What follows belongs to an exercise in optimizing a design on an open flow for small area, a short achievable clock period and few clock cycles per item; a production flow would make more cautious choices. The RTL was checked by simulation tests, not by an equivalence proof against the original design.

### run.sh
#!/bin/bash
# synth_recipe.tcl (not shown) runs the flow's synth.tcl, then flattens the netlist and writes it again
# the make line also repeats each setting of config.mk as NAME=value (left out here)
make -C /OpenROAD-flow-scripts/flow DESIGN_CONFIG=/design/flow/config.mk WORK_HOME=/design/flow/orfs CLKGATE_MAP_FILE= SYNTH_SCRIPT=/design/flow/synth_recipe.tcl finish
### config.mk
export PLATFORM = sky130hd
export DESIGN_NAME = frame_sync_period_tracker
export DESIGN_NICKNAME = frame_sync_period_tracker
export VERILOG_FILES = /design/flow/design.v
export SDC_FILE = /design/flow/constraint.sdc
export NUM_CORES = 4
export LEC_CHECK = 0
export ABC_AREA = 1
export CAP_MARGIN = 20
export CORE_MARGIN = 2
export CORE_UTILIZATION = 60
export SETUP_SLACK_MARGIN = 4.0
export SLEW_MARGIN = 20
### design.v
package fspt_pkg;
	localparam int unsigned TICK_W  = 32;
	localparam int unsigned FRAME_W = 16;
	localparam int unsigned LOSS_W  = 8;
	localparam int unsigned LIMIT_W = TICK_W + LOSS_W;
	localparam logic [LOSS_W-1:0] LOSS_FRAMES_RESET = LOSS_W'(3);
	localparam logic REQ_CAPTURE = 1'b0;
	localparam logic REQ_POLL    = 1'b1;
	typedef struct packed {
		logic              req_type;
		logic [TICK_W-1:0] tick_value;
	} fspt_in_t;
	typedef struct packed {
		logic [FRAME_W-1:0] frame_count;
		logic [TICK_W-1:0]  last_capture;
		logic [TICK_W-1:0]  period_estimate;
		logic               in_sync;
		logic               sync_dropped;
	} fspt_out_t;
endpackage
module frame_sync_period_tracker (
	input  logic                                  clk,
	input  logic                                  arst_n,
	input  logic                                  cfg_we,
	input  logic [fspt_pkg::LOSS_W-1:0]           cfg_wdata,
	input  logic                                  in_valid,
	output logic                                  in_ready,
	input  fspt_pkg::fspt_in_t                    in_item,
	output logic                                  out_valid,
	input  logic                                  out_ready,
	output fspt_pkg::fspt_out_t                   out_item
);
	localparam int unsigned TW = fspt_pkg::TICK_W;
	logic                            h_valid;
	logic                            h_poll;
	logic [TW-1:0]                   h_tick;
	logic [TW-1:0]                   h_iv;       
	logic                            k_valid;
	logic                            k_poll;
	logic [TW-1:0]                   k_tick;
	logic                            out_valid_q;
	logic                            dropped_q;
	logic [fspt_pkg::LOSS_W-1:0]     loss_q;
	logic [fspt_pkg::FRAME_W-1:0]    frame_q;
	logic [TW-1:0]                   prev_q;
	logic [TW-1:0]                   period_q;
	logic                            locked_q;
	logic                            base_q;
	logic [TW:0]                     acc_q;      
	logic [2:0]                      idx_q;      
	logic                            exact_q;
	logic                            accept;
	logic                            slot_free;
	logic                            wait_poll;
	logic                            advance;
	logic                            is_cap;
	logic                            is_poll;
	logic                            h_load;
	assign in_ready  = !k_valid;
	assign accept    = in_valid && !k_valid;
	assign slot_free = !out_valid_q || out_ready;
	assign is_cap    = h_valid && !h_poll && slot_free;
	assign is_poll   = h_valid && h_poll && slot_free && !wait_poll;
	assign advance   = is_cap || is_poll;
	assign h_load    = advance || !h_valid;
	assign out_valid = out_valid_q;
	assign out_item.frame_count     = frame_q;
	assign out_item.last_capture    = prev_q;
	assign out_item.period_estimate = period_q;
	assign out_item.in_sync         = locked_q;
	assign out_item.sync_dropped    = dropped_q;
	logic                            n_poll;
	logic [TW-1:0]                   n_tick;
	logic [TW-1:0]                   n_base;
	logic [TW-1:0]                   n_iv;
	logic                            n_co;
	assign n_poll = k_valid ? k_poll : in_item.req_type;
	assign n_tick = k_valid ? k_tick : in_item.tick_value;
	assign n_base = (h_valid && !h_poll) ? h_tick : prev_q;
	fspt_add #(.W(TW)) u_interval (.a(n_tick), .b(~n_base), .cin(1'b1), .sum(n_iv), .cout(n_co));
	always_ff @(posedge clk or negedge arst_n) begin
		if (!arst_n) begin
			h_valid <= 1'b0;
			k_valid <= 1'b0;
		end else begin
			if (h_load)
				h_valid <= k_valid || accept;
			if (advance)
				k_valid <= 1'b0;
			else if (h_valid && accept)
				k_valid <= 1'b1;
		end
	end
	always_ff @(posedge clk) begin
		if (h_load) begin
			h_poll <= n_poll;
			h_tick <= n_tick;
			h_iv   <= n_iv;
		end
		if (!k_valid) begin
			k_poll <= in_item.req_type;
			k_tick <= in_item.tick_value;
		end
	end
	logic [TW-1:0]                   e_a, e_b, e_c, e_s, e_k;
	logic [TW-1:0]                   ema;
	logic                            ema_co;
	assign e_a = period_q;
	assign e_b = ~(period_q >> 2);
	assign e_c = h_iv >> 2;
	assign e_s = e_a ^ e_b ^ e_c;
	assign e_k = {((e_a & e_b) | (e_a & e_c) | (e_b & e_c)), 1'b0};
	fspt_add #(.W(TW)) u_ema (.a(e_s), .b(e_k), .cin(1'b1), .sum(ema), .cout(ema_co));
	logic [TW-1:0]                   ge_d;
	logic                            ge_co;
	logic                            ge;
	logic                            loss_zero;
	logic                            can_drop;
	logic                            drop_now;
	fspt_add #(.W(TW)) u_ge (.a(h_iv), .b(~acc_q[TW-1:0]), .cin(1'b1), .sum(ge_d), .cout(ge_co));
	assign ge = !acc_q[TW] && ge_co;
	assign loss_zero = loss_q == '0;
	assign can_drop  = locked_q && (period_q != '0);
	assign drop_now  = can_drop && (loss_zero || (ge && exact_q));
	assign wait_poll = h_poll && can_drop && !loss_zero && ge && !exact_q;
	logic [TW-1:0]                   period_d;
	assign period_d = (is_cap && base_q) ? (locked_q ? ema : h_iv) : period_q;
	logic [2:0]                      top;
	logic [2:0]                      top_new;
	logic [2:0]                      top_rs;
	logic                            restart;
	logic [TW-1:0]                   pm;
	logic [TW:0]                     u_lo;
	logic                            u_co;
	logic                            ovf;
	always_comb begin
		top = 3'd0;
		for (int i = 1; i < 8; i++)
			if (loss_q[i]) top = 3'(i);
		top_new = 3'd0;
		for (int i = 1; i < 8; i++)
			if (cfg_wdata[i]) top_new = 3'(i);
	end
	assign restart = (is_cap && base_q) || cfg_we;
	assign top_rs  = cfg_we ? top_new : top;
	assign pm      = period_q & {TW{loss_q[idx_q]}};
	fspt_add #(.W(TW+1)) u_horner (.a({acc_q[TW-1:0], 1'b0}), .b({1'b0, pm}), .cin(1'b0), .sum(u_lo), .cout(u_co));
	assign ovf     = acc_q[TW] || u_co || u_lo[TW];
	always_ff @(posedge clk or negedge arst_n) begin
		if (!arst_n) begin
			idx_q   <= 3'd0;
			exact_q <= 1'b0;
		end else if (restart) begin
			idx_q   <= top_rs - 3'd1;
			exact_q <= top_rs == 3'd0;
		end else if (!exact_q) begin
			idx_q   <= idx_q - 3'd1;
			exact_q <= idx_q == 3'd0;
		end
	end
	always_ff @(posedge clk) begin
		if (restart) begin
			acc_q <= {1'b0, period_d};
		end else if (!exact_q) begin
			acc_q <= {ovf, u_lo[TW-1:0]};
		end
	end
	always_ff @(posedge clk or negedge arst_n) begin
		if (!arst_n) begin
			out_valid_q <= 1'b0;
		end else if (advance) begin
			out_valid_q <= 1'b1;
		end else if (out_ready) begin
			out_valid_q <= 1'b0;
		end
	end
	always_ff @(posedge clk) begin
		if (advance) begin
			dropped_q <= h_poll && drop_now;
		end
	end
	always_ff @(posedge clk or negedge arst_n) begin
		if (!arst_n) begin
			loss_q   <= fspt_pkg::LOSS_FRAMES_RESET;
			frame_q  <= '0;
			prev_q   <= '0;
			period_q <= '0;
			locked_q <= 1'b0;
			base_q   <= 1'b0;
		end else begin
			if (cfg_we) begin
				loss_q <= cfg_wdata;
			end
			period_q <= period_d;
			if (is_cap) begin
				frame_q  <= frame_q + fspt_pkg::FRAME_W'(1);
				prev_q   <= h_tick;
				locked_q <= locked_q || base_q;
				base_q   <= 1'b1;
			end else if (is_poll && drop_now) begin
				locked_q <= 1'b0;
				base_q   <= 1'b0;
			end
		end
	end
endmodule
module fspt_add #(
	parameter int unsigned W = 32
) (
	input  logic [W-1:0] a,
	input  logic [W-1:0] b,
	input  logic         cin,
	output logic [W-1:0] sum,
	output logic         cout
);
	logic [W-1:0] p0, g0, g, p;
	assign p0 = a ^ b;
	assign g0 = a & b;
	always_comb begin
		g = g0;
		p = p0;
		g[0] = g0[0] | (p0[0] & cin);
		for (int l = 0; (1 << l) < W; l++) begin
			for (int j = 0; j < W; j++) begin
				if (((j >> l) & 1) != 0) begin
					g[j] = g[j] | (p[j] & g[((j >> l) << l) - 1]);
					p[j] = p[j] & p[((j >> l) << l) - 1];
				end
			end
		end
	end
	assign sum  = p0 ^ {g[W-2:0], cin};
	assign cout = g[W-1];
endmodule
### constraint.sdc
create_clock -name core_clock -period 8.0 [get_ports {clk}]
set_input_delay 1.6000 -clock core_clock [delete_from_list [all_inputs] [get_ports {clk}]]
set_output_delay 1.6000 -clock core_clock [all_outputs]
set_load 0.01 [all_outputs]
==> report_table.html, run 1 <==
<table>
<tr><th>Metric</th><th>Value</th></tr>
<tr><th colspan="2">Outcome</th></tr>
<tr><td>Status</td><td>no timing/DRC/antenna violations</td></tr>
<tr><th colspan="2">CTS</th></tr>
<tr><td>Insertion delay to the later sink of the worst-skew pair</td><td>530 ps</td></tr>
<tr><td>Clock tree from TritonCTS</td><td>built</td></tr>
<tr><td>Clock input transition at the sequential cells of the worst setup and hold paths</td><td>60 ps</td></tr>
<tr><td>Clock sinks</td><td>229</td></tr>
<tr><td>Number of CTS-inserted buffers</td><td>26</td></tr>
<tr><td>CTS root buf</td><td>sky130_fd_sc_hd__clkbuf_16</td></tr>
<tr><td>CTS HTree Levels</td><td>1</td></tr>
<tr><td>Max Buffers Root-to-Sink</td><td>3</td></tr>
<tr><th colspan="2">Global route</th></tr>
<tr><td>Antenna violations before repair</td><td>0</td></tr>
<tr><td>Global-route wire length before repair</td><td>61.5 mm</td></tr>
<tr><td>Global-route congestion overflow total</td><td>0</td></tr>
<tr><td>Pin count of the biggest net entering global routing</td><td>67</td></tr>
<tr><td>Global routing usage summed across all routing layers</td><td>0.281</td></tr>
<tr><td>Via count of the first global-routing pass</td><td>12600</td></tr>
<tr><th colspan="2">STA</th></tr>
<tr><td>Hold Fails Final Rpt</td><td>0</td></tr>
<tr><td>Final setup violating endpoints</td><td>0</td></tr>
<tr><td>Worst slew margin</td><td>0.356</td></tr>
<tr><td>Final period util</td><td>0.484</td></tr>
<tr><td>Total count of max-transition violations in the final report</td><td>0</td></tr>
<tr><td>Crit path time final</td><td>3870 ps</td></tr>
<tr><td>Setup TNS after final layout</td><td>0 ps</td></tr>
<tr><td>Maximum operating frequency</td><td>258 MHz</td></tr>
<tr><td>Unrepaired setup endpoints after global routing</td><td>false</td></tr>
<tr><td>Actual slew at the worst max-slew pin</td><td>966 ps</td></tr>
<tr><td>Setup skew after layout</td><td>12.9 ps</td></tr>
<tr><th colspan="2">Route</th></tr>
<tr><td>Routed Wire Length</td><td>37.6 mm</td></tr>
<tr><td>Via-to-Cell Ratio</td><td>5.30</td></tr>
<tr><td>DRC violation count after routing</td><td>0</td></tr>
<tr><td>First-pass iteration count of the detailed router</td><td>6</td></tr>
<tr><td>Antenna Violating Nets Remaining</td><td>0</td></tr>
<tr><td>WL/cell</td><td>15.2 microns</td></tr>
<tr><td>Total number of vias</td><td>13000</td></tr>
<tr><td>DRC marker count from the first detailed-route iteration</td><td>1073</td></tr>
<tr><th colspan="2">Critical path</th></tr>
<tr><td>Crit path kind</td><td>in2reg</td></tr>
<tr><td>Cells on worst reg2reg path</td><td>13</td></tr>
<tr><td>CP max FO</td><td>15</td></tr>
<tr><td>Required time reported for the critical path endpoint</td><td>8280 ps</td></tr>
<tr><td>Startpoint of the worst register-to-register path</td><td>k_valid$_DFFE_PN0P_</td></tr>
<tr><td>Sort of element at the start of the critical path</td><td>input pin</td></tr>
<tr><td>Beginning of the critical path</td><td>in_item[0]</td></tr>
<tr><td>CP endpoint</td><td>h_iv[17]$_DFFE_PP_</td></tr>
<tr><td>Arrival @ worst endpoint</td><td>4150 ps</td></tr>
<tr><td>Flop-to-flop setup slack</td><td>4290 ps</td></tr>
<tr><td>Endpoint type of the worst setup path</td><td>flop</td></tr>
<tr><td>Reg-to-reg critical path endpoint</td><td>h_iv[17]$_DFFE_PP_</td></tr>
<tr><th colspan="2">Logic synthesis</th></tr>
<tr><td>Number of synthesized register bits</td><td>229</td></tr>
<tr><td>Synthesis Warnings</td><td>3</td></tr>
<tr><td>Total standard cell area after synthesis</td><td>15600 sq um</td></tr>
<tr><td>Dominant synthesized flop cell</td><td>sky130_fd_sc_hd__edfxtp_1</td></tr>
<tr><td>Post-synthesis area per instance</td><td>7.86 sq um</td></tr>
<tr><td>Part of the Yosys area used for sequential elements</td><td>0.388</td></tr>
<tr><td>Instance count of the mapped netlist</td><td>1987</td></tr>
<tr><td>Net count after synthesis</td><td>2202</td></tr>
<tr><td>Proportion of register bits with asynchronous set or reset after synthesis</td><td>0.424</td></tr>
<tr><td>EDFF count, synth</td><td>98</td></tr>
<tr><td>Distinct cell type count after synthesis</td><td>55</td></tr>
<tr><th colspan="2">Die</th></tr>
<tr><td>Core area</td><td>25800 sq um</td></tr>
<tr><td>Die outline area</td><td>27300 sq um</td></tr>
<tr><td>Num rows</td><td>59</td></tr>
<tr><td>I/O pin cnt</td><td>130</td></tr>
<tr><td>Y dimension of the die</td><td>165 microns</td></tr>
<tr><td>Chip width</td><td>165 microns</td></tr>
<tr><td>Initial Util</td><td>0.605</td></tr>
<tr><th colspan="2">Final layout</th></tr>
<tr><td>Final standard cell count with taps included and fillers excluded</td><td>2463</td></tr>
<tr><td>Layout overhead on the synthesized area</td><td>15.9%</td></tr>
<tr><td>Final antenna diode count</td><td>0</td></tr>
<tr><td>Share of layout cells above drive strength 1</td><td>0.0536</td></tr>
<tr><td>Final core area utilization</td><td>0.701</td></tr>
<tr><td>Net count reported at finish</td><td>2323</td></tr>
<tr><td>Total of fill cells in the finished design</td><td>2167</td></tr>
<tr><th colspan="2">Worst hold path</th></tr>
<tr><td>Type of the worst min-delay path</td><td>reg2reg</td></tr>
<tr><td>Hold Crit Start</td><td>k_poll$_DFF_P_</td></tr>
<tr><th colspan="2">Run</th></tr>
<tr><td>Max-cap violations</td><td>0</td></tr>
<tr><th colspan="2">Place</th></tr>
<tr><td>Cell Count Post-Placement</td><td>2411</td></tr>
<tr><td>Number of I/O port buffers</td><td>129</td></tr>
<tr><td>Half-perimeter wire length after placement</td><td>27.5 mm</td></tr>
<tr><td>Placer congestion estimate</td><td>0.889</td></tr>
</table>
metrics by stage:
stage                     hold slack [ps]  worst slack, ps  cell area (sq um)
final                                 454             4130              18100
after CTS                             460             4020              18000
after global routing                  490             3980              18100
after detailed placement              448             3250              17200
after global placement                437             3320              17200
after floorplan                       418             4020              15600
worst max-delay path: stages:
cell                              delay, ps
sky130_fd_sc_hd__clkdlybuf4s50_1        430
sky130_fd_sc_hd__o21ai_2                150
sky130_fd_sc_hd__ha_1                   160
sky130_fd_sc_hd__inv_1                   40
sky130_fd_sc_hd__fa_1                   370
sky130_fd_sc_hd__inv_2                   90
sky130_fd_sc_hd__nor2_2                  40
sky130_fd_sc_hd__a211oi_2               200
sky130_fd_sc_hd__o21ai_2                130
sky130_fd_sc_hd__nand2_2                100
sky130_fd_sc_hd__nand2_4                 90
sky130_fd_sc_hd__nand3_4                110
sky130_fd_sc_hd__nand2_8                120
sky130_fd_sc_hd__fa_2                   370
sky130_fd_sc_hd__xor2_1                 160
worst min path at each step:
stage / endpoint / slack (ps) / cells after the start
6_report: k_poll$_DFF_P_ / 450 / 2
5_1_grt: k_poll$_DFF_P_ / 490 / 2
4_1_cts: k_poll$_DFF_P_ / 460 / 2
3_5_place_dp: k_poll$_DFF_P_ / 450 / 2
3_3_place_gp: k_poll$_DFF_P_ / 440 / 2
2_1_floorplan: k_poll$_DFF_P_ / 420 / 2
Yosys cell counts, types with 2 or more instances:
cell type                    n  area (sq um)
sky130_fd_sc_hd__o31ai_1     2          15.0
sky130_fd_sc_hd__a31oi_1     2          12.5
sky130_fd_sc_hd__dfxtp_1    34           681
sky130_fd_sc_hd__buf_4       3          22.5
sky130_fd_sc_hd__nor3_1     17          85.1
sky130_fd_sc_hd__o21ai_2     2          17.5
sky130_fd_sc_hd__a21o_1      7          52.6
sky130_fd_sc_hd__a21boi_1    2          15.0
sky130_fd_sc_hd__nand2_1   528          1980
sky130_fd_sc_hd__and2_1      2          12.5
sky130_fd_sc_hd__ha_1      125          1560
sky130_fd_sc_hd__nand4_1    10          62.6
sky130_fd_sc_hd__nand2_4     2          22.5
sky130_fd_sc_hd__o21a_1      2          15.0
sky130_fd_sc_hd__buf_2       7          35.0
sky130_fd_sc_hd__edfxtp_1   98          2940
sky130_fd_sc_hd__a21boi_0    4          30.0
sky130_fd_sc_hd__nand3_1    98           490
sky130_fd_sc_hd__nand3_2     6          60.1
sky130_fd_sc_hd__nand2_2    17           106
sky130_fd_sc_hd__fa_1       44           881
sky130_fd_sc_hd__nand3b_1    6          45.0
sky130_fd_sc_hd__nor2_1    145           544
sky130_fd_sc_hd__clkbuf_1   36           135
sky130_fd_sc_hd__inv_2       2          7.51
sky130_fd_sc_hd__o21bai_1   10          75.1
sky130_fd_sc_hd__nor3_2      2          20.0
sky130_fd_sc_hd__o21ai_1    10          50.1
sky130_fd_sc_hd__nor2_2      6          37.5
sky130_fd_sc_hd__or2_2       4          25.0
sky130_fd_sc_hd__nor2_4      3          33.8
sky130_fd_sc_hd__nor4_1      3          18.8
sky130_fd_sc_hd__clkinv_1    2          7.51
sky130_fd_sc_hd__inv_1     331          1240
sky130_fd_sc_hd__o21ai_0   110           551
sky130_fd_sc_hd__buf_6       2          22.5
sky130_fd_sc_hd__xnor2_1    16           140
sky130_fd_sc_hd__xor2_1     27           236
sky130_fd_sc_hd__dfstp_2     2          52.6
sky130_fd_sc_hd__a21oi_1   149           746
sky130_fd_sc_hd__dfrtp_1    95          2380
layout by cell type (no fill, tap or decap), types with 3 or more instances in the layout:
cell,count
sky130_fd_sc_hd__dfxtp_1,34
sky130_fd_sc_hd__nand2_1,527
sky130_fd_sc_hd__clkinv_2,7
sky130_fd_sc_hd__nor3_1,17
sky130_fd_sc_hd__buf_6,3
sky130_fd_sc_hd__clkbuf_16,28
sky130_fd_sc_hd__or2_2,4
sky130_fd_sc_hd__ha_1,125
sky130_fd_sc_hd__inv_2,3
sky130_fd_sc_hd__clkbuf_1,9
sky130_fd_sc_hd__nand3b_1,6
sky130_fd_sc_hd__dfrtp_1,95
sky130_fd_sc_hd__nor2_4,4
sky130_fd_sc_hd__nand2_2,17
sky130_fd_sc_hd__fa_1,43
sky130_fd_sc_hd__a21o_1,7
sky130_fd_sc_hd__nor2_2,5
sky130_fd_sc_hd__a21oi_1,148
sky130_fd_sc_hd__edfxtp_1,98
sky130_fd_sc_hd__xnor2_1,16
sky130_fd_sc_hd__nand3_1,96
sky130_fd_sc_hd__inv_1,329
sky130_fd_sc_hd__o21bai_1,10
sky130_fd_sc_hd__o21ai_2,3
sky130_fd_sc_hd__o21ai_0,107
sky130_fd_sc_hd__xor2_1,27
sky130_fd_sc_hd__nand4_1,10
sky130_fd_sc_hd__nand3_2,6
sky130_fd_sc_hd__buf_4,11
sky130_fd_sc_hd__o21ai_1,12
sky130_fd_sc_hd__clkdlybuf4s50_1,128
sky130_fd_sc_hd__nor2_1,145
sky130_fd_sc_hd__clkinv_1,3
sky130_fd_sc_hd__nor4_1,3
sky130_fd_sc_hd__a21boi_0,4
layout make-up:
class	instances	area [sq um]	share of cell area
multi-input combinational	1373	8150	0.450
sequential	229	6050	0.334
tap	335	419	0.0232
clock inverter	9	51.3	0.00283
inverter	335	1260	0.0695
timing repair buffer	143	1410	0.0780
clock buffer	39	762	0.0421
metal layers:
| layer | vias to the layer above | track usage | part of all wire |
|---|---|---|---|
| met1 | 6051 | 0.414 | 0.48 |
| met3 | 36 | 0.0430 | 0.070 |
| met5 | - | 0 | 0 |
| met4 | 0 | 0.0596 | 0.014 |
| li1 | 6588 | - | - |
| met2 | 372 | 0.442 | 0.44 |
logic make-up (layout without fill, tap and decap cells):
logic type | after synthesis | in the layout | share of synthesized area
xor+xnor | 44 | 44 | 0.0252
compound gates | 307 | 307 | 0.105
buf+inv | 385 | 526 | 0.0955
flops | 229 | 229 | 0.388
fa+ha+maj | 169 | 169 | 0.157
simple gates | 852 | 852 | 0.229
mux | 1 | 1 | 0.000641
registers in the layout, summed over array words and instances, names as in the netlist, 3 cells and up:
name,cells
period_q,32
k_tick,32
idx_q,3
prev_q,32
acc_q,33
h_iv,32
frame_q,16
h_tick,32
loss_q,8
what timing repair did:
action,4_1_cts,5_1_grt
gates resized for setup,3,10
hold buffers,0,0
buffers inserted,0,3
endpoints found under the setup margin,25,29
endpoints found under the hold margin,0,0
pin swaps,0,2
Testbench counts, summed over its fixed seeds: cycles 24,139, items 24,000.
==> inputs of run 2 (changes only) <==
--- a/config.mk
+++ b/config.mk
@@ -7,3 +7,2 @@
 export LEC_CHECK = 0
-export ABC_AREA = 1
 export CAP_MARGIN = 20
==> run 2 against run 1 <==
Highest routed layer unchanged. Via count is 9.6% lower. Global-route usage is 0.81 points higher. Non-clock buffer count is 85 higher. Clock skew is 1.4 ps higher. Utilization is 5.8 points higher. Critical path type unchanged.
==> report_table.html, run 2 <==
<table>
<tr><th>Metric</th><th>Value</th></tr>
<tr><th colspan="2">Route</th></tr>
<tr><td>Antenna Violating Nets Remaining</td><td>0 (unchanged)</td></tr>
<tr><td>DRC violation count after routing</td><td>0 (unchanged)</td></tr>
<tr><td>WL/cell</td><td>18.8 microns (was 15.2 microns)</td></tr>
<tr><td>DRC marker count from the first detailed-route iteration</td><td>938 (was 1073)</td></tr>
<tr><td>Total number of vias</td><td>11800 (was 13000)</td></tr>
<tr><td>First-pass iteration count of the detailed router</td><td>5 (was 6)</td></tr>
<tr><td>Via-to-Cell Ratio</td><td>5.74 (was 5.30)</td></tr>
<tr><td>Routed Wire Length</td><td>38.6 mm (was 37.6 mm)</td></tr>
<tr><th colspan="2">STA</th></tr>
<tr><td>Actual slew at the worst max-slew pin</td><td>1100 ps (was 966 ps)</td></tr>
<tr><td>Maximum operating frequency</td><td>254 MHz (was 258 MHz)</td></tr>
<tr><td>Unrepaired setup endpoints after global routing</td><td>true (was false)</td></tr>
<tr><td>Crit path time final</td><td>3940 ps (was 3870 ps)</td></tr>
<tr><td>Final setup violating endpoints</td><td>0 (unchanged)</td></tr>
<tr><td>Worst-case setup margin in the final layout</td><td>4060 ps (was 4130 ps)</td></tr>
<tr><td>Hold Fails Final Rpt</td><td>0 (unchanged)</td></tr>
<tr><td>Final period util</td><td>0.493 (was 0.484)</td></tr>
<tr><td>Worst slew margin</td><td>0.264 (was 0.356)</td></tr>
<tr><td>Setup TNS after final layout</td><td>0 ps (unchanged)</td></tr>
<tr><td>Total count of max-transition violations in the final report</td><td>0 (unchanged)</td></tr>
<tr><td>Setup skew after layout</td><td>14.3 ps (was 12.9 ps)</td></tr>
<tr><th colspan="2">CTS</th></tr>
<tr><td>Quantity of hold-fixing buffers added after cts</td><td>0 (unchanged)</td></tr>
<tr><td>Number of CTS-inserted buffers</td><td>25 (was 26)</td></tr>
<tr><td>Max Buffers Root-to-Sink</td><td>3 (unchanged)</td></tr>
<tr><td>Clock tree from TritonCTS</td><td>built (unchanged)</td></tr>
<tr><td>CTS root buf</td><td>sky130_fd_sc_hd__clkbuf_16 (unchanged)</td></tr>
<tr><td>Clock input transition at the sequential cells of the worst setup and hold paths</td><td>60 ps (about the same)</td></tr>
<tr><td>CTS HTree Levels</td><td>1 (unchanged)</td></tr>
<tr><td>Clock sinks</td><td>229 (unchanged)</td></tr>
<tr><td>Insertion delay to the later sink of the worst-skew pair</td><td>530 ps (about the same)</td></tr>
<tr><th colspan="2">Logic synthesis</th></tr>
<tr><td>Instance count of the mapped netlist</td><td>1502 (was 1987)</td></tr>
<tr><td>Total standard cell area after synthesis</td><td>14800 sq um (was 15600 sq um)</td></tr>
<tr><td>Post-synthesis area per instance</td><td>9.89 sq um (was 7.86 sq um)</td></tr>
<tr><td>Top cells by area in the synthesized netlist</td><td>sky130_fd_sc_hd__edfxtp_1 20%, sky130_fd_sc_hd__dfrtp_1 16%, sky130_fd_sc_hd__ha_1 11%, sky130_fd_sc_hd__fa_1 5.9%, sky130_fd_sc_hd__inv_1 4.7% (was sky130_fd_sc_hd__edfxtp_1 19%, sky130_fd_sc_hd__dfrtp_1 15%, sky130_fd_sc_hd__nand2_1 13%, sky130_fd_sc_hd__ha_1 10%, sky130_fd_sc_hd__inv_1 8.0%)</td></tr>
<tr><td>Synthesis Warnings</td><td>3 (unchanged)</td></tr>
<tr><td>Net count after synthesis</td><td>1717 (was 2202)</td></tr>
<tr><td>Dominant synthesized flop cell</td><td>sky130_fd_sc_hd__edfxtp_1 (unchanged)</td></tr>
<tr><td>Most used standard cell by instance count after synthesis</td><td>sky130_fd_sc_hd__inv_1 (was sky130_fd_sc_hd__nand2_1)</td></tr>
<tr><td>Most area-hungry cell type in the Yosys netlist</td><td>sky130_fd_sc_hd__edfxtp_1 (unchanged)</td></tr>
<tr><td>Distinct cell type count after synthesis</td><td>72 (was 55)</td></tr>
<tr><td>Part of the Yosys area used for sequential elements</td><td>0.408 (was 0.388)</td></tr>
<tr><td>EDFF count, synth</td><td>98 (unchanged)</td></tr>
<tr><td>Most common library cells after synthesis</td><td>185 x sky130_fd_sc_hd__inv_1, 170 x sky130_fd_sc_hd__nand2_1, 125 x sky130_fd_sc_hd__ha_1 (was 528 x sky130_fd_sc_hd__nand2_1, 331 x sky130_fd_sc_hd__inv_1, 149 x sky130_fd_sc_hd__a21oi_1)</td></tr>
<tr><td>Proportion of register bits with asynchronous set or reset after synthesis</td><td>0.424 (unchanged)</td></tr>
<tr><td>Number of synthesized register bits</td><td>229 (unchanged)</td></tr>
<tr><td>Proportion of netlist area held by the largest area contributor</td><td>0.198 (was 0.188)</td></tr>
<tr><th colspan="2">Critical path</th></tr>
<tr><td>Required time reported for the critical path endpoint</td><td>8270 ps (was 8280 ps)</td></tr>
<tr><td>Startpoint of the worst register-to-register path</td><td>loss_q[3]$_DFFE_PN0P_ (was k_valid$_DFFE_PN0P_)</td></tr>
<tr><td>CP max FO</td><td>3 (was 15)</td></tr>
<tr><td>Arrival @ worst endpoint</td><td>4210 ps (was 4150 ps)</td></tr>
<tr><td>Endpoint type of the worst setup path</td><td>flop (unchanged)</td></tr>
<tr><td>Crit path kind</td><td>in2reg (unchanged)</td></tr>
<tr><td>Sort of element at the start of the critical path</td><td>input pin (unchanged)</td></tr>
<tr><td>Crit path cell chain</td><td>dlygate4sd2_1 -&gt; mux2_4 -&gt; ha_4 -&gt; a21o_1 -&gt; or3_4 -&gt; o211a_1 -&gt; o31a_1 -&gt; o21a_1 -&gt; o21a_1 -&gt; o21a_1 -&gt; nor2_2 -&gt; xnor2_1 (was clkdlybuf4s50_1 -&gt; o21ai_2 -&gt; ha_1 -&gt; inv_1 -&gt; fa_1 -&gt; inv_2 -&gt; nor2_2 -&gt; a211oi_2 -&gt; o21ai_2 -&gt; nand2_2 -&gt; nand2_4 -&gt; nand3_4 -&gt; nand2_8 -&gt; fa_2 -&gt; xor2_1)</td></tr>
<tr><td>Stage delay of the slowest cell on the critical path</td><td>390 ps (was 430 ps)</td></tr>
<tr><td>Beginning of the critical path</td><td>in_item[5] (was in_item[0])</td></tr>
<tr><td>Cell with the biggest individual delay on the critical path</td><td>sky130_fd_sc_hd__or3_4 (was sky130_fd_sc_hd__clkdlybuf4s50_1)</td></tr>
<tr><td>Top cell by count, worst path</td><td>sky130_fd_sc_hd__o21a_1 (was sky130_fd_sc_hd__o21ai_2)</td></tr>
<tr><th colspan="2">Die</th></tr>
<tr><td>Chip width</td><td>161 microns (was 165 microns)</td></tr>
<tr><td>Core area</td><td>24300 sq um (was 25800 sq um)</td></tr>
<tr><td>I/O pin cnt</td><td>130 (unchanged)</td></tr>
<tr><td>Y dimension of the die</td><td>161 microns (was 165 microns)</td></tr>
<tr><td>Die outline area</td><td>26000 sq um (was 27300 sq um)</td></tr>
<tr><td>Initial Util</td><td>0.611 (was 0.605)</td></tr>
<tr><td>Num rows</td><td>57 (was 59)</td></tr>
<tr><th colspan="2">Global route</th></tr>
<tr><td>Global routing usage summed across all routing layers</td><td>0.289 (was 0.281)</td></tr>
<tr><td>Antenna violations before repair</td><td>1 (was 0)</td></tr>
<tr><td>Global-route congestion overflow total</td><td>0 (unchanged)</td></tr>
<tr><td>Global-route wire length before repair</td><td>59.5 mm (was 61.5 mm)</td></tr>
<tr><td>Via count of the first global-routing pass</td><td>11400 (was 12600)</td></tr>
<tr><td>Pin count of the biggest net entering global routing</td><td>66 (was 67)</td></tr>
<tr><th colspan="2">Place</th></tr>
<tr><td>Placer congestion estimate</td><td>0.904 (was 0.889)</td></tr>
<tr><td>Half-perimeter wire length after placement</td><td>26.4 mm (was 27.5 mm)</td></tr>
<tr><td>Worst Setup Slack post-DPL</td><td>2990 ps (was 3250 ps)</td></tr>
<tr><td>Area of placed instances</td><td>16500 sq um (was 17200 sq um)</td></tr>
<tr><td>Number of I/O port buffers</td><td>129 (unchanged)</td></tr>
<tr><th colspan="2">Run</th></tr>
<tr><td>Max-cap violations</td><td>0 (unchanged)</td></tr>
<tr><th colspan="2">Worst hold path</th></tr>
<tr><td>Type of the worst min-delay path</td><td>reg2reg (unchanged)</td></tr>
<tr><td>Hold Crit Start</td><td>h_tick[23]$_DFFE_PP_ (was k_poll$_DFF_P_)</td></tr>
<tr><th colspan="2">Final layout</th></tr>
<tr><td>Final antenna diode count</td><td>0 (unchanged)</td></tr>
<tr><td>Layout overhead on the synthesized area</td><td>24.4% (was 15.9%)</td></tr>
<tr><td>Leading cell type in the layout, fill and taps excluded</td><td>sky130_fd_sc_hd__inv_1 (was sky130_fd_sc_hd__nand2_1)</td></tr>
<tr><td>Largest register by flop count</td><td>acc_q (unchanged)</td></tr>
<tr><td>Share of layout cells above drive strength 1</td><td>0.174 (was 0.0536)</td></tr>
<tr><td>Number of flip-flops under the largest register name</td><td>33 (unchanged)</td></tr>
<tr><td>Net count reported at finish</td><td>1928 (was 2323)</td></tr>
<tr><td>Final core area utilization</td><td>0.759 (was 0.701)</td></tr>
<tr><td>Cell area after layout</td><td>18500 sq um (was 18100 sq um)</td></tr>
<tr><td>Leading cell types in the layout, fill and taps excluded</td><td>179 x sky130_fd_sc_hd__inv_1, 167 x sky130_fd_sc_hd__nand2_1, 124 x sky130_fd_sc_hd__clkdlybuf4s50_1 (was 527 x sky130_fd_sc_hd__nand2_1, 329 x sky130_fd_sc_hd__inv_1, 148 x sky130_fd_sc_hd__a21oi_1)</td></tr>
<tr><th colspan="2">Outcome</th></tr>
<tr><td>Status</td><td>no timing/DRC/antenna violations (unchanged)</td></tr>
</table>
-- run 2: cell count changes after synthesis, sizes merged, moves of 49 or more --
cell	before	now
a21oi	150	75
inv	333	185
mux2	0	50
mux2i	1	52
nand2	547	170
nand3	104	24
o21ai	122	73
-- run 2: what timing repair did --
item                       CTS  global route
gates cloned                 1             1
gates resized for setup     44            87
setup buffers               46            38
pin swaps                   22            45
setup endpoints to repair   54            46
-- run 2: cells by family after synthesis --
group | share of synthesized area
flip-flops | 0.408
AO/OA/AOI/OAI | 0.125
adder cells (fa/ha/maj) | 0.165
AND/OR/NAND/NOR | 0.124
multiplexers | 0.0760
XOR/XNOR | 0.0437
buffers and inverters | 0.0586
-- run 2: worst paths after layout --
check	endpoint	cells after the start	slack (ps)
min	prev_q[23]$_DFFE_PN0P_	2	460
max in group asynchronous	idx_q[1]$_DFFE_PN0P_	2	5640
min in group asynchronous	prev_q[9]$_DFFE_PN0P_	1	1110
max	h_iv[15]$_DFFE_PP_	12	4060
min reg2reg	prev_q[23]$_DFFE_PN0P_	2	460
max reg2reg	acc_q[17]$_DFFE_PP_	15	4070
-- run 2: metal layers --
metal,vias up,track usage,wire [microns]
li1,5595,-,-
met1,5714,0.413,17100
met2,424,0.470,17900
met3,61,0.0370,2660
met4,0,0.0771,888
met5,-,0,0
-- run 2: cell type report --
| class | instances | area [sq um] |
|---|---|---|
| clock inverters | 11 | 97.6 |
| well taps | 324 | 405 |
| fillers | 1728 | 5860 |
| clock buffers | 35 | 714 |
| multi-input cells | 1044 | 8360 |
| flip-flops and latches | 229 | 6070 |
| inverters | 185 | 694 |
| repair buffers | 228 | 2130 |
-- run 2: stage by stage --
step | hold WS (ps) | cells
global placement | 445 | 1924
detailed placement | 455 | 1924
finish | 465 | 2056
global route | 498 | 2056
floorplan | 436 | 1502
CTS | 468 | 2017
-- run 2: worst max-delay path, delay by kind of cell --
kind,cells,cell delay [ps]
XOR/XNOR,1,80
AO/OA/AOI/OAI,6,1310
AND/OR/NAND/NOR,2,480
buffers and inverters,1,230
multiplexers,1,290
adder cells (fa/ha/maj),1,220
==> inputs of run 3 (changes only) <==
--- a/config.mk
+++ b/config.mk
@@ -7,2 +7,3 @@
 export LEC_CHECK = 0
+export ABC_AREA = 1
 export CAP_MARGIN = 20
@@ -10,3 +11,3 @@
 export CORE_UTILIZATION = 60
-export SETUP_SLACK_MARGIN = 4.0
+export SETUP_SLACK_MARGIN = 4.5
 export SLEW_MARGIN = 20
==> run 3 against run 2 <==
Utilization shrank 2.9 points. Critical path type unchanged. Register-to-register slack improved by 570 ps. Highest routed layer unchanged. Clock skew up 2.5 ps.
==> report_table.html, run 3 <==
<table>
<tr><th>Metric</th><th>Value</th></tr>
<tr><th colspan="2">Place</th></tr>
<tr><td>Area of placed instances</td><td>17200 sq um (was 16500 sq um)</td></tr>
<tr><td>Number of I/O port buffers</td><td>129 (unchanged)</td></tr>
<tr><td>Placer congestion estimate</td><td>0.877 (was 0.904)</td></tr>
<tr><td>Cell Count Post-Placement</td><td>2411 (was 1924)</td></tr>
<tr><td>Half-perimeter wire length after placement</td><td>27.3 mm (was 26.4 mm)</td></tr>
<tr><th colspan="2">Logic synthesis</th></tr>
<tr><td>Dominant combinational cell family by area after synthesis</td><td>simple AND/OR/NAND/NOR gates (was adder cells)</td></tr>
<tr><td>Proportion of register bits with asynchronous set or reset after synthesis</td><td>0.424 (unchanged)</td></tr>
<tr><td>Post-synthesis area per instance</td><td>7.86 sq um (was 9.89 sq um)</td></tr>
<tr><td>Most common library cells after synthesis</td><td>528 x sky130_fd_sc_hd__nand2_1, 331 x sky130_fd_sc_hd__inv_1, 149 x sky130_fd_sc_hd__a21oi_1 (was 185 x sky130_fd_sc_hd__inv_1, 170 x sky130_fd_sc_hd__nand2_1, 125 x sky130_fd_sc_hd__ha_1)</td></tr>
<tr><td>Synthesis Warnings</td><td>3 (unchanged)</td></tr>
<tr><td>Total standard cell area after synthesis</td><td>15600 sq um (was 14800 sq um)</td></tr>
<tr><td>Dominant synthesized flop cell</td><td>sky130_fd_sc_hd__edfxtp_1 (unchanged)</td></tr>
<tr><td>Fraction of the mapped netlist area in compound gates</td><td>0.105 (was 0.125)</td></tr>
<tr><td>Multiplexer share of the synthesized area</td><td>0.000641 (was 0.0760)</td></tr>
<tr><td>Proportion of netlist area held by the largest area contributor</td><td>0.188 (was 0.198)</td></tr>
<tr><td>Most used standard cell by instance count after synthesis</td><td>sky130_fd_sc_hd__nand2_1 (was sky130_fd_sc_hd__inv_1)</td></tr>
<tr><td>Most area-hungry cell type in the Yosys netlist</td><td>sky130_fd_sc_hd__edfxtp_1 (unchanged)</td></tr>
<tr><td>Number of synthesized register bits</td><td>229 (unchanged)</td></tr>
<tr><td>Distinct cell type count after synthesis</td><td>55 (was 72)</td></tr>
<tr><td>EDFF count, synth</td><td>98 (unchanged)</td></tr>
<tr><td>Instance count of the mapped netlist</td><td>1987 (was 1502)</td></tr>
<tr><td>Post-Synth Simple-Gate Area</td><td>0.229 (was 0.124)</td></tr>
<tr><td>Top cells by area in the synthesized netlist</td><td>sky130_fd_sc_hd__edfxtp_1 19%, sky130_fd_sc_hd__dfrtp_1 15%, sky130_fd_sc_hd__nand2_1 13%, sky130_fd_sc_hd__ha_1 10%, sky130_fd_sc_hd__inv_1 8.0% (was sky130_fd_sc_hd__edfxtp_1 20%, sky130_fd_sc_hd__dfrtp_1 16%, sky130_fd_sc_hd__ha_1 11%, sky130_fd_sc_hd__fa_1 5.9%, sky130_fd_sc_hd__inv_1 4.7%)</td></tr>
<tr><td>Net count after synthesis</td><td>2202 (was 1717)</td></tr>
<tr><td>Adder-Cell Fraction of Synth Area</td><td>0.157 (was 0.165)</td></tr>
<tr><td>Part of the Yosys area used for sequential elements</td><td>0.388 (was 0.408)</td></tr>
<tr><td>XOR/XNOR share of the synthesized area</td><td>0.0252 (was 0.0437)</td></tr>
<tr><th colspan="2">STA</th></tr>
<tr><td>Setup skew after layout</td><td>16.8 ps (was 14.3 ps)</td></tr>
<tr><td>Worst slew margin</td><td>0.488 (was 0.264)</td></tr>
<tr><td>Unrepaired setup endpoints after global routing</td><td>true (unchanged)</td></tr>
<tr><td>Maximum operating frequency</td><td>286 MHz (was 254 MHz)</td></tr>
<tr><td>Final setup violating endpoints</td><td>0 (unchanged)</td></tr>
<tr><td>Final hold slack</td><td>461 ps (was 465 ps)</td></tr>
<tr><td>Final period util</td><td>0.437 (was 0.493)</td></tr>
<tr><td>Hold Fails Final Rpt</td><td>0 (unchanged)</td></tr>
<tr><td>Crit path time final</td><td>3500 ps (was 3940 ps)</td></tr>
<tr><td>Actual slew at the worst max-slew pin</td><td>767 ps (was 1100 ps)</td></tr>
<tr><td>Setup TNS after final layout</td><td>0 ps (unchanged)</td></tr>
<tr><td>Total count of max-transition violations in the final report</td><td>0 (unchanged)</td></tr>
<tr><th colspan="2">Route</th></tr>
<tr><td>Total number of vias</td><td>13300 (was 11800)</td></tr>
<tr><td>WL/cell</td><td>15.7 microns (was 18.8 microns)</td></tr>
<tr><td>DRC marker count from the first detailed-route iteration</td><td>946 (was 938)</td></tr>
<tr><td>Antenna Violating Nets Remaining</td><td>0 (unchanged)</td></tr>
<tr><td>Routed Wire Length</td><td>39.2 mm (was 38.6 mm)</td></tr>
<tr><td>First-pass iteration count of the detailed router</td><td>5 (unchanged)</td></tr>
<tr><td>Via-to-Cell Ratio</td><td>5.33 (was 5.74)</td></tr>
<tr><td>DRC violation count after routing</td><td>0 (unchanged)</td></tr>
<tr><th colspan="2">Critical path</th></tr>
<tr><td>Sort of element at the start of the critical path</td><td>input pin (unchanged)</td></tr>
<tr><td>Arrival @ worst endpoint</td><td>3770 ps (was 4210 ps)</td></tr>
<tr><td>Endpoint type of the worst setup path</td><td>flop (unchanged)</td></tr>
<tr><td>Flop-to-flop setup slack</td><td>4640 ps (was 4070 ps)</td></tr>
<tr><td>Required time reported for the critical path endpoint</td><td>8280 ps (was 8270 ps)</td></tr>
<tr><td>Crit path kind</td><td>in2reg (unchanged)</td></tr>
<tr><td>CP max FO</td><td>3 (unchanged)</td></tr>
<tr><th colspan="2">Worst hold path</th></tr>
<tr><td>Type of the worst min-delay path</td><td>reg2reg (unchanged)</td></tr>
<tr><th colspan="2">Final layout</th></tr>
<tr><td>Final standard cell count with taps included and fillers excluded</td><td>2499 (was 2056)</td></tr>
<tr><td>Layout overhead on the synthesized area</td><td>20.9% (was 24.4%)</td></tr>
<tr><td>Largest register by flop count</td><td>acc_q (unchanged)</td></tr>
<tr><td>Cell area after layout</td><td>18900 sq um (was 18500 sq um)</td></tr>
<tr><td>Leading cell types in the layout, fill and taps excluded</td><td>512 x sky130_fd_sc_hd__nand2_1, 318 x sky130_fd_sc_hd__inv_1, 140 x sky130_fd_sc_hd__nor2_1 (was 179 x sky130_fd_sc_hd__inv_1, 167 x sky130_fd_sc_hd__nand2_1, 124 x sky130_fd_sc_hd__clkdlybuf4s50_1)</td></tr>
<tr><td>Final antenna diode count</td><td>0 (unchanged)</td></tr>
<tr><td>Net count reported at finish</td><td>2360 (was 1928)</td></tr>
<tr><td>Number of flip-flops under the largest register name</td><td>33 (unchanged)</td></tr>
<tr><td>Leading cell type in the layout, fill and taps excluded</td><td>sky130_fd_sc_hd__nand2_1 (was sky130_fd_sc_hd__inv_1)</td></tr>
<tr><td>Total of fill cells in the finished design</td><td>2059 (was 1728)</td></tr>
<tr><td>Share of layout cells above drive strength 1</td><td>0.102 (was 0.174)</td></tr>
<tr><th colspan="2">CTS</th></tr>
<tr><td>Clock tree from TritonCTS</td><td>built (unchanged)</td></tr>
<tr><td>Max Buffers Root-to-Sink</td><td>3 (unchanged)</td></tr>
<tr><td>CTS HTree Levels</td><td>1 (unchanged)</td></tr>
<tr><td>Clock input transition at the sequential cells of the worst setup and hold paths</td><td>60 ps (about the same)</td></tr>
<tr><td>Number of CTS-inserted buffers</td><td>25 (unchanged)</td></tr>
<tr><td>Insertion delay to the later sink of the worst-skew pair</td><td>530 ps (about the same)</td></tr>
<tr><td>CTS root buf</td><td>sky130_fd_sc_hd__clkbuf_16 (unchanged)</td></tr>
<tr><td>Clock sinks</td><td>229 (unchanged)</td></tr>
<tr><th colspan="2">Die</th></tr>
<tr><td>I/O pin cnt</td><td>130 (unchanged)</td></tr>
<tr><td>Chip width</td><td>165 microns (was 161 microns)</td></tr>
<tr><td>Y dimension of the die</td><td>165 microns (was 161 microns)</td></tr>
<tr><td>Core area</td><td>25800 sq um (was 24300 sq um)</td></tr>
<tr><td>Num rows</td><td>59 (was 57)</td></tr>
<tr><td>Initial Util</td><td>0.605 (was 0.611)</td></tr>
<tr><td>Die outline area</td><td>27300 sq um (was 26000 sq um)</td></tr>
<tr><th colspan="2">Global route</th></tr>
<tr><td>Pin count of the biggest net entering global routing</td><td>66 (unchanged)</td></tr>
<tr><td>Via count of the first global-routing pass</td><td>12200 (was 11400)</td></tr>
<tr><td>Global-route wire length before repair</td><td>61.2 mm (was 59.5 mm)</td></tr>
<tr><td>Antenna violations before repair</td><td>0 (was 1)</td></tr>
<tr><td>Global routing usage summed across all routing layers</td><td>0.281 (was 0.289)</td></tr>
<tr><td>Global-route congestion overflow total</td><td>0 (unchanged)</td></tr>
<tr><th colspan="2">Run</th></tr>
<tr><td>Max-cap violations</td><td>0 (unchanged)</td></tr>
<tr><th colspan="2">Outcome</th></tr>
<tr><td>Status</td><td>no timing/DRC/antenna violations (unchanged)</td></tr>
</table>
-- run 3: changes by cell type after synthesis, moves of 29 or more --
cell / delta
sky130_fd_sc_hd__xnor2_1: -37
sky130_fd_sc_hd__nand2_1: +358
sky130_fd_sc_hd__mux2_2: -50
sky130_fd_sc_hd__nor2_1: +29
sky130_fd_sc_hd__mux2i_1: -51
sky130_fd_sc_hd__a21oi_1: +77
sky130_fd_sc_hd__inv_1: +146
sky130_fd_sc_hd__o21ai_0: +44
sky130_fd_sc_hd__a21o_1: -35
sky130_fd_sc_hd__nand3_1: +74
-- run 3: per-layer routing --
| layer | part of all wire | wire length [microns] | track usage | vias up |
|---|---|---|---|---|
| li1 | - | - | - | 6679 |
| met1 | 0.47 | 18200 | 0.418 | 6166 |
| met2 | 0.44 | 17400 | 0.443 | 434 |
| met3 | 0.074 | 2880 | 0.0427 | 52 |
| met4 | 0.016 | 628 | 0.0541 | 0 |
| met5 | 0 | 0 | 0 | - |
-- run 3: area by class of cell --
cell class,count,area [sq um],share of cell area
inverters,335,1280,0.0676
clock inverters,15,134,0.00709
clock buffers,31,689,0.0365
flip-flops and latches,229,6060,0.321
multi-input cells,1374,8450,0.448
well taps,335,419,0.0222
repair buffers,180,1850,0.0980
-- run 3: logic make-up after synthesis --
| kind of cell | count (synthesis) |
|---|---|
| multiplexers | 1 |
| AND/OR/NAND/NOR | 852 |
| adder cells (fa/ha/maj) | 169 |
| AO/OA/AOI/OAI | 307 |
| flip-flops | 229 |
| XOR/XNOR | 44 |
| buffers and inverters | 385 |
-- run 3: critical path: stages --
cell	delay (ps)
sky130_fd_sc_hd__clkdlybuf4s50_1	450
sky130_fd_sc_hd__nand2_1	50
sky130_fd_sc_hd__nand2_1	120
sky130_fd_sc_hd__ha_1	300
sky130_fd_sc_hd__a21oi_2	170
sky130_fd_sc_hd__o21ai_2	110
sky130_fd_sc_hd__a221oi_4	370
sky130_fd_sc_hd__nand2_8	90
sky130_fd_sc_hd__fa_2	350
sky130_fd_sc_hd__xor2_1	160
-- run 3: timing repair --
item,4_1_cts,5_1_grt
buffers inserted,8,28
gates resized for setup,56,77
endpoints found under the setup margin,165,95
pin swaps,10,31
gates cloned,1,4
hold buffers,0,0
-- run 3: through the flow --
stage               setup slack, ps   util
floorplan                      4060      -
global placement               2650  0.666
detailed placement             2570  0.666
CTS                            4310  0.709
global route                   4440  0.731
finish                         4500  0.731
-- run 3: final timing paths --
path	startpoint	to	cells after the start
max	in_item[11]	h_iv[17]$_DFFE_PP_	10
min	k_poll$_DFF_P_	k_poll$_DFF_P_	2
max reg2reg	h_valid$_DFFE_PN0P_	h_iv[17]$_DFFE_PP_	17
min reg2reg	k_poll$_DFF_P_	k_poll$_DFF_P_	2
max in group asynchronous	arst_n	locked_q$_DFFE_PN0P_	2
min in group asynchronous	arst_n	prev_q[7]$_DFFE_PN0P_	1
==> inputs of run 4 (changes only) <==
--- a/config.mk
+++ b/config.mk
@@ -11,3 +11,3 @@
 export CORE_UTILIZATION = 60
-export SETUP_SLACK_MARGIN = 4.5
+export SETUP_SLACK_MARGIN = 3.5
 export SLEW_MARGIN = 20
==> run 4 against run 3 <==
Die area is the same. Global-route usage decreased by 0.11 points. Final cell count is 1.6% lower. Hold slack lost 3.1 ps. Critical path type unchanged.
==> report_table.html, run 4 <==
<table>
<tr><th>Metric</th><th>Value</th></tr>
<tr><th colspan="2">Global route</th></tr>
<tr><td>Pin count of the biggest net entering global routing</td><td>67 (was 66)</td></tr>
<tr><td>Global-route congestion overflow total</td><td>0 (unchanged)</td></tr>
<tr><td>Global-route wire length before repair</td><td>61.2 mm (unchanged)</td></tr>
<tr><td>Global routing usage summed across all routing layers</td><td>0.280 (was 0.281)</td></tr>
<tr><td>Antenna violations before repair</td><td>0 (unchanged)</td></tr>
<tr><td>Via count of the first global-routing pass</td><td>12500 (was 12200)</td></tr>
<tr><th colspan="2">STA</th></tr>
<tr><td>Setup skew after layout</td><td>11.8 ps (was 16.8 ps)</td></tr>
<tr><td>Unrepaired setup endpoints after global routing</td><td>false (was true)</td></tr>
<tr><td>Worst-case setup margin in the final layout</td><td>3780 ps (was 4500 ps)</td></tr>
<tr><td>Setup TNS after final layout</td><td>0 ps (unchanged)</td></tr>
<tr><td>Total count of max-transition violations in the final report</td><td>0 (unchanged)</td></tr>
<tr><td>Worst slew margin</td><td>0.344 (was 0.488)</td></tr>
<tr><td>Final setup violating endpoints</td><td>0 (unchanged)</td></tr>
<tr><td>Actual slew at the worst max-slew pin</td><td>984 ps (was 767 ps)</td></tr>
<tr><td>Hold Fails Final Rpt</td><td>0 (unchanged)</td></tr>
<tr><td>Maximum operating frequency</td><td>237 MHz (was 286 MHz)</td></tr>
<tr><td>Final period util</td><td>0.528 (was 0.437)</td></tr>
<tr><td>Crit path time final</td><td>4220 ps (was 3500 ps)</td></tr>
<tr><th colspan="2">Logic synthesis</th></tr>
<tr><td>Most area-hungry cell type in the Yosys netlist</td><td>sky130_fd_sc_hd__edfxtp_1 (unchanged)</td></tr>
<tr><td>Proportion of register bits with asynchronous set or reset after synthesis</td><td>0.424 (unchanged)</td></tr>
<tr><td>Instance count of the mapped netlist</td><td>1987 (unchanged)</td></tr>
<tr><td>Most common library cells after synthesis</td><td>528 x sky130_fd_sc_hd__nand2_1, 331 x sky130_fd_sc_hd__inv_1, 149 x sky130_fd_sc_hd__a21oi_1 (unchanged)</td></tr>
<tr><td>EDFF count, synth</td><td>98 (unchanged)</td></tr>
<tr><td>Proportion of netlist area held by the largest area contributor</td><td>0.188 (unchanged)</td></tr>
<tr><td>Distinct cell type count after synthesis</td><td>55 (unchanged)</td></tr>
<tr><td>Post-synthesis area per instance</td><td>7.86 sq um (unchanged)</td></tr>
<tr><td>Most used standard cell by instance count after synthesis</td><td>sky130_fd_sc_hd__nand2_1 (unchanged)</td></tr>
<tr><td>Number of synthesized register bits</td><td>229 (unchanged)</td></tr>
<tr><td>Total standard cell area after synthesis</td><td>15600 sq um (unchanged)</td></tr>
<tr><td>Synthesis Warnings</td><td>3 (unchanged)</td></tr>
<tr><td>Dominant synthesized flop cell</td><td>sky130_fd_sc_hd__edfxtp_1 (unchanged)</td></tr>
<tr><td>Net count after synthesis</td><td>2202 (unchanged)</td></tr>
<tr><td>Top cells by area in the synthesized netlist</td><td>sky130_fd_sc_hd__edfxtp_1 19%, sky130_fd_sc_hd__dfrtp_1 15%, sky130_fd_sc_hd__nand2_1 13%, sky130_fd_sc_hd__ha_1 10%, sky130_fd_sc_hd__inv_1 8.0% (unchanged)</td></tr>
<tr><td>Part of the Yosys area used for sequential elements</td><td>0.388 (unchanged)</td></tr>
<tr><th colspan="2">CTS</th></tr>
<tr><td>Clock tree from TritonCTS</td><td>built (unchanged)</td></tr>
<tr><td>CTS HTree Levels</td><td>1 (unchanged)</td></tr>
<tr><td>Number of gates given a new drive strength after cts</td><td>0 (was 56)</td></tr>
<tr><td>Clock input transition at the sequential cells of the worst setup and hold paths</td><td>60 ps (about the same)</td></tr>
<tr><td>Insertion delay to the later sink of the worst-skew pair</td><td>540 ps (was 530 ps)</td></tr>
<tr><td>CTS root buf</td><td>sky130_fd_sc_hd__clkbuf_16 (unchanged)</td></tr>
<tr><td>Post CTS Setup Buffer Count</td><td>0 (was 8)</td></tr>
<tr><td>Number of CTS-inserted buffers</td><td>25 (unchanged)</td></tr>
<tr><td>Max Buffers Root-to-Sink</td><td>3 (unchanged)</td></tr>
<tr><td>Clock sinks</td><td>229 (unchanged)</td></tr>
<tr><td>Quantity of hold-fixing buffers added after cts</td><td>0 (unchanged)</td></tr>
<tr><th colspan="2">Route</th></tr>
<tr><td>First-pass iteration count of the detailed router</td><td>5 (unchanged)</td></tr>
<tr><td>WL/cell</td><td>15.2 microns (was 15.7 microns)</td></tr>
<tr><td>Routed Wire Length</td><td>37.3 mm (was 39.2 mm)</td></tr>
<tr><td>DRC marker count from the first detailed-route iteration</td><td>1040 (was 946)</td></tr>
<tr><td>Total number of vias</td><td>13100 (was 13300)</td></tr>
<tr><td>Antenna Violating Nets Remaining</td><td>0 (unchanged)</td></tr>
<tr><td>Via-to-Cell Ratio</td><td>5.31 (was 5.33)</td></tr>
<tr><td>DRC violation count after routing</td><td>0 (unchanged)</td></tr>
<tr><th colspan="2">Final layout</th></tr>
<tr><td>Net count reported at finish</td><td>2319 (was 2360)</td></tr>
<tr><td>Cell area after layout</td><td>18100 sq um (was 18900 sq um)</td></tr>
<tr><td>Layout overhead on the synthesized area</td><td>16.0% (was 20.9%)</td></tr>
<tr><td>Leading cell types in the layout, fill and taps excluded</td><td>527 x sky130_fd_sc_hd__nand2_1, 331 x sky130_fd_sc_hd__inv_1, 149 x sky130_fd_sc_hd__a21oi_1 (was 512 x sky130_fd_sc_hd__nand2_1, 318 x sky130_fd_sc_hd__inv_1, 140 x sky130_fd_sc_hd__nor2_1)</td></tr>
<tr><td>Total of fill cells in the finished design</td><td>2104 (was 2059)</td></tr>
<tr><td>Leading cell type in the layout, fill and taps excluded</td><td>sky130_fd_sc_hd__nand2_1 (unchanged)</td></tr>
<tr><td>Number of flip-flops under the largest register name</td><td>33 (unchanged)</td></tr>
<tr><td>Largest register by flop count</td><td>acc_q (unchanged)</td></tr>
<tr><td>Share of layout cells above drive strength 1</td><td>0.0513 (was 0.102)</td></tr>
<tr><td>Final core area utilization</td><td>0.702 (was 0.731)</td></tr>
<tr><td>Final antenna diode count</td><td>0 (unchanged)</td></tr>
<tr><th colspan="2">Place</th></tr>
<tr><td>Worst Setup Slack post-DPL</td><td>3220 ps (was 2570 ps)</td></tr>
<tr><td>Area of placed instances</td><td>17200 sq um (about the same)</td></tr>
<tr><td>Placer congestion estimate</td><td>0.912 (was 0.877)</td></tr>
<tr><td>Half-perimeter wire length after placement</td><td>27.4 mm (was 27.3 mm)</td></tr>
<tr><td>Number of I/O port buffers</td><td>129 (unchanged)</td></tr>
<tr><th colspan="2">Critical path</th></tr>
<tr><td>Crit path cell chain</td><td>clkdlybuf4s50_1 -&gt; o21ai_0 -&gt; ha_1 -&gt; inv_1 -&gt; fa_1 -&gt; inv_1 -&gt; nor2_2 -&gt; a211oi_2 -&gt; o21ai_2 -&gt; nand2_2 -&gt; nand2_4 -&gt; nand3_1 -&gt; nand2_2 -&gt; fa_1 -&gt; xor2_1 (was clkdlybuf4s50_1 -&gt; nand2_1 -&gt; nand2_1 -&gt; ha_1 -&gt; a21oi_2 -&gt; o21ai_2 -&gt; a221oi_4 -&gt; nand2_8 -&gt; fa_2 -&gt; xor2_1)</td></tr>
<tr><td>Stage delay of the slowest cell on the critical path</td><td>480 ps (was 450 ps)</td></tr>
<tr><td>Sort of element at the start of the critical path</td><td>input pin (unchanged)</td></tr>
<tr><td>Required time reported for the critical path endpoint</td><td>8280 ps (about the same)</td></tr>
<tr><td>Cell with the biggest individual delay on the critical path</td><td>sky130_fd_sc_hd__fa_1 (was sky130_fd_sc_hd__clkdlybuf4s50_1)</td></tr>
<tr><td>Arrival @ worst endpoint</td><td>4500 ps (was 3770 ps)</td></tr>
<tr><td>Endpoint type of the worst setup path</td><td>flop (unchanged)</td></tr>
<tr><td>Crit path kind</td><td>in2reg (unchanged)</td></tr>
<tr><td>CP max FO</td><td>15 (was 3)</td></tr>
<tr><th colspan="2">Outcome</th></tr>
<tr><td>Status</td><td>no timing/DRC/antenna violations (unchanged)</td></tr>
<tr><th colspan="2">Worst hold path</th></tr>
<tr><td>Type of the worst min-delay path</td><td>reg2reg (unchanged)</td></tr>
<tr><th colspan="2">Die</th></tr>
<tr><td>I/O pin cnt</td><td>130 (unchanged)</td></tr>
<tr><td>Num rows</td><td>59 (unchanged)</td></tr>
<tr><td>Die outline area</td><td>27300 sq um (unchanged)</td></tr>
<tr><td>Initial Util</td><td>0.605 (unchanged)</td></tr>
<tr><td>Chip width</td><td>165 microns (unchanged)</td></tr>
<tr><td>Core area</td><td>25800 sq um (unchanged)</td></tr>
<tr><td>Y dimension of the die</td><td>165 microns (unchanged)</td></tr>
<tr><th colspan="2">Run</th></tr>
<tr><td>Max-cap violations</td><td>0 (unchanged)</td></tr>
</table>
## run 4: cell counts after synthesis
No cell type changed its count.
## run 4: layer usage
| layer | part of all wire | track usage | up-vias |
|---|---|---|---|
| li1 | - | - | 6594 |
| met1 | 0.48 | 0.417 | 5983 |
| met2 | 0.43 | 0.429 | 429 |
| met3 | 0.074 | 0.0517 | 49 |
| met4 | 0.016 | 0.0627 | 0 |
| met5 | 0 | 0 | - |
## run 4: cell type report
| type | count | area [sq um] | share of cell area |
|---|---|---|---|
| Multi-Input combinational cell | 1373 | 8090 | 0.446 |
| Sequential cell | 229 | 6050 | 0.334 |
| Tap cell | 335 | 419 | 0.0231 |
| Clock buffer | 32 | 724 | 0.0400 |
| Clock inverter | 14 | 210 | 0.0116 |
| Inverter | 335 | 1260 | 0.0694 |
| Timing Repair Buffer | 140 | 1370 | 0.0757 |
## run 4: cell families (layout without fill, tap and decap cells)
| kind of cell | Yosys count | in the layout | share of synthesized area |
|---|---|---|---|
| and+or+nand+nor | 852 | 852 | 0.229 |
| buffers and inverters | 385 | 521 | 0.0955 |
| AOI/OAI and AO/OA | 307 | 307 | 0.105 |
| DFF | 229 | 229 | 0.388 |
| adders and majority gates | 169 | 169 | 0.157 |
| xor gates and xnor gates | 44 | 44 | 0.0252 |
| muxes | 1 | 1 | 0.000641 |
## run 4: critical path: cells and delay by family
kind | cells | cell delay [ps]
xor+xnor | 1 | 160
simple gates | 5 | 570
buf+inv | 3 | 580
compound gates | 3 | 560
fa+ha+maj | 3 | 1020
## run 4: worst paths after layout
check / cells past startpoint / from / endpoint / slack, ps
worst max register to register: 17 / k_valid$_DFFE_PN0P_ / h_iv[17]$_DFFE_PP_ / 3970
min in group asynchronous: 1 / arst_n / prev_q[3]$_DFFE_PN0P_ / 1070
worst min register to register: 2 / k_poll$_DFF_P_ / k_poll$_DFF_P_ / 460
worst max-delay path: 15 / in_item[0] / h_iv[17]$_DFFE_PP_ / 3780
worst min-delay path: 2 / k_poll$_DFF_P_ / k_poll$_DFF_P_ / 460
max in group asynchronous: 2 / arst_n / period_q[24]$_DFF_PN0_ / 5690
## run 4: through the flow
step	hold slack, ps	std cells
floorplan	418	1987
global placement	435	2412
detailed placement	442	2412
CTS	459	2458
global route	503	2458
finish	458	2458

==> re-timing with driven ports <==
Ports are ideal in the flow. The routed layouts listed here were re-timed in OpenROAD. Step 1 assumes that a clkbuf_16 drives the clock port and a buf_2 every other input. Step 2 moves the port delays by t, midway between the first and last clock arrival at a register: inputs arrive t later, outputs are due t later. That takes back most of the time a late clock gives input paths. a / b / c = ideal ports / drivers / drivers and shift; a / b = the first two.
| run | t (ns) | slack for setup (ns) | latest minus earliest clock arrival (ns) | worst data-port slew with drivers (ns) |
|---|---|---|---|---|
| run 1 | 0.568 | 4.127 / 4.100 / 3.584 | 0.013 / 0.013 | 0.05 |
| run 2 | 0.568 | 4.056 / 4.067 / 3.514 | 0.015 / 0.015 | 0.07 |
| run 3 | 0.577 | 4.504 / 4.530 / 3.954 | 0.017 / 0.017 | 0.05 |
| run 4 | 0.579 | 3.776 / 3.798 / 3.219 | 0.011 / 0.012 | 0.04 |
After both steps setup and hold are still met in every run listed. The setup slack of run 4, which loses most, moves by +0.022 ns with the drivers and by -0.557 ns with both steps.
